From an optimization exercise on the open Yosys and OpenROAD flow, aimed at small area; shortcuts taken in it are not production practice. Only simulation tests tie the RTL to the original design; equivalence was not proved. Power and IR drop assume default switching activity.

Setup of run a:
## analog_axis_key_repeater_top
module analog_axis_key_repeater_top (
    input  logic                                  clk,
    input  logic                                  rst_n,
    input  logic                                  push,
    output logic                                  full,
    input  logic                                  cmd,
    input  logic [akr_pkg::AXIS_BITS-1:0]         axis_number,
    input  logic signed [akr_pkg::LEVEL_BITS-1:0] axis_level,
    input  logic [akr_pkg::TIME_BITS-1:0]         time_ms,
    input  logic                                  cfg_we,
    input  logic [akr_pkg::CFG_IDX_BITS-1:0]      cfg_addr,
    input  logic [akr_pkg::CFG_BITS-1:0]          cfg_wdata,
    output logic                                  empty,
    input  logic                                  pop,
    output logic [akr_pkg::ENTRY_BITS-1:0]        entry_index,
    output logic [akr_pkg::KEY_BITS-1:0]          key_code,
    output logic                                  is_release,
    output logic                                  last_of_run
);
==> flow/config.mk <==
export PLATFORM = sky130hd
export DESIGN_NAME = analog_axis_key_repeater_top
export DESIGN_NICKNAME = analog_axis_key_repeater_top
export VERILOG_FILES = /design/flow/design.v
export SDC_FILE = /design/flow/constraint.sdc
export NUM_CORES = 4
export LEC_CHECK = 0
export CAP_MARGIN = 20
export CORE_MARGIN = 2
export CORE_UTILIZATION = 40
export SLEW_MARGIN = 20
==> flow/constraint.sdc <==
create_clock -name core_clock -period 10.0 [get_ports {clk}]
set_input_delay 2.0000 -clock core_clock [delete_from_list [all_inputs] [get_ports {clk}]]
set_output_delay 2.0000 -clock core_clock [all_outputs]
set_load 0.01 [all_outputs]
standard.sh (not shown) runs the stock make flow with config.mk's settings and CLKGATE_MAP_FILE= SYNTH_SCRIPT=/design/flow/synth_recipe.tcl, a recipe that flattens the netlist after the stock synthesis.
==> flow/flow/run.sh <==
#!/bin/bash
# Own layout flow: the standard ORFS flow, with two changes:
#  - ports are buffered with the smallest buffer (buf_1) instead of the default choice;
#  - clock tree synthesis uses clkbuf_16 clusters of up to 32 sinks and inserts no dummy loads.
# Each tool's output goes to the ORFS logs under orfs/logs; make's output to standard.log.
export BUFFER_PORTS_ARGS="-buffer_cell sky130_fd_sc_hd__buf_1"
export CTS_ARGS="-sink_clustering_enable -repair_clock_nets -buf_list sky130_fd_sc_hd__clkbuf_16 -sink_clustering_size 32 -sink_clustering_max_diameter 80 -dont_use_dummy_load"
bash standard.sh > standard.log 2>&1
Run a: all stages complete, timing, DRC and antenna checks passed
Input changes introduced in run b (baseline for comparison: run a):
- CTS_CLUSTER_SIZE now 18, previously not set
- CTS_BUF_LIST now sky130_fd_sc_hd__clkbuf_8, previously not set
- CTS_CLUSTER_DIAMETER now 60, previously not set
==> flow/run.sh (new file) <==
#!/bin/bash
# synth_recipe.tcl (not shown) runs the flow's synth.tcl, then flattens the netlist and writes it again
# the make line also repeats each setting of config.mk as NAME=value (left out here)
make -C /OpenROAD-flow-scripts/flow DESIGN_CONFIG=/design/flow/config.mk WORK_HOME=/design/flow/orfs CLKGATE_MAP_FILE= SYNTH_SCRIPT=/design/flow/synth_recipe.tcl finish
removed: flow/flow/run.sh
removed: flow/standard.sh
[summary]
Going from run a to run b, setup slack shrank by 740 ps, routed wire length rose by about 3%.
Looking at cell area after layout, run b sits above run a.
| fmax | run b vs run a | worse |
Diff run a -> run b: buffering overhead has increased; number of nets in the layout went up 20; detailed-route wire length on metal 1 increased about 0.64%.
Run b against run a; detail-routed net length per standard cell is up slightly.

========
analog_axis_key_repeater_top again, from the RTL that the note above started with.
export LEC_CHECK = 0
export CAP_MARGIN = 20
export CORE_MARGIN = 2
export CORE_UTILIZATION = 40
export CTS_BUF_LIST = sky130_fd_sc_hd__clkbuf_16
export CTS_CLUSTER_DIAMETER = 80
export CTS_CLUSTER_SIZE = 32
export SLEW_MARGIN = 20
create_clock -name core_clock -period 10.0 [get_ports {clk}]
run.sh (not shown) runs the stock make flow with config.mk's settings and CLKGATE_MAP_FILE= SYNTH_SCRIPT=/design/flow/synth_recipe.tcl, a recipe that flattens the netlist after the stock synthesis.
Stock flow here: none of the scripts above is used.
The starting point completed without violations.
Next try:
--- a/flow/config.mk
+++ b/flow/config.mk
@@ -10,5 +10,2 @@
 export CORE_UTILIZATION = 40
-export CTS_BUF_LIST = sky130_fd_sc_hd__clkbuf_16
-export CTS_CLUSTER_DIAMETER = 80
-export CTS_CLUSTER_SIZE = 32
 export SLEW_MARGIN = 20
Area after synthesis is unchanged.
Critical path depth is unchanged.
Worst setup slack stays flat.
Total power goes up by about a fifth.

## separate check: timing with driven ports
In the flow no input, the clock included, has a driving cell. The finished layouts below were timed again as built, in two steps.
Step 1 (the two cells are an assumption about what drives the block):
set clk [get_ports {clk}]
set_driving_cell -lib_cell sky130_fd_sc_hd__clkbuf_16 $clk
set_driving_cell -lib_cell sky130_fd_sc_hd__buf_2 [delete_from_list [all_inputs] $clk]
Step 2 moves the port delays by t, midway between the first and last clock arrival at a register: inputs arrive t later, outputs are due t later. That takes back most of the time a late clock gives input paths.
a / b / c = no drivers / after step 1 / after step 2; a / b = the first two.
run | t, ns | setup WS [ns] | clock arrival spread, ns | worst slew at a driven data input, ns
run a | 0.621 | 5.271 / 5.242 / 5.242 | 0.073 / 0.073 | 0.06
run b | 0.679 | 4.530 / 4.500 / 4.500 | 0.060 / 0.060 | 0.08
the first run of note 2 | 0.651 | 4.531 / 4.500 / 4.500 | 0.025 / 0.025 | 0.08
the second run of note 2 | 0.660 | 4.531 / 4.501 / 4.501 | 0.039 / 0.038 | 0.08
After both steps setup and hold are still met in every run listed. For the first run of note 2, which loses most, drivers alone change the setup slack by -0.031 ns; drivers and shift together by -0.031 ns.
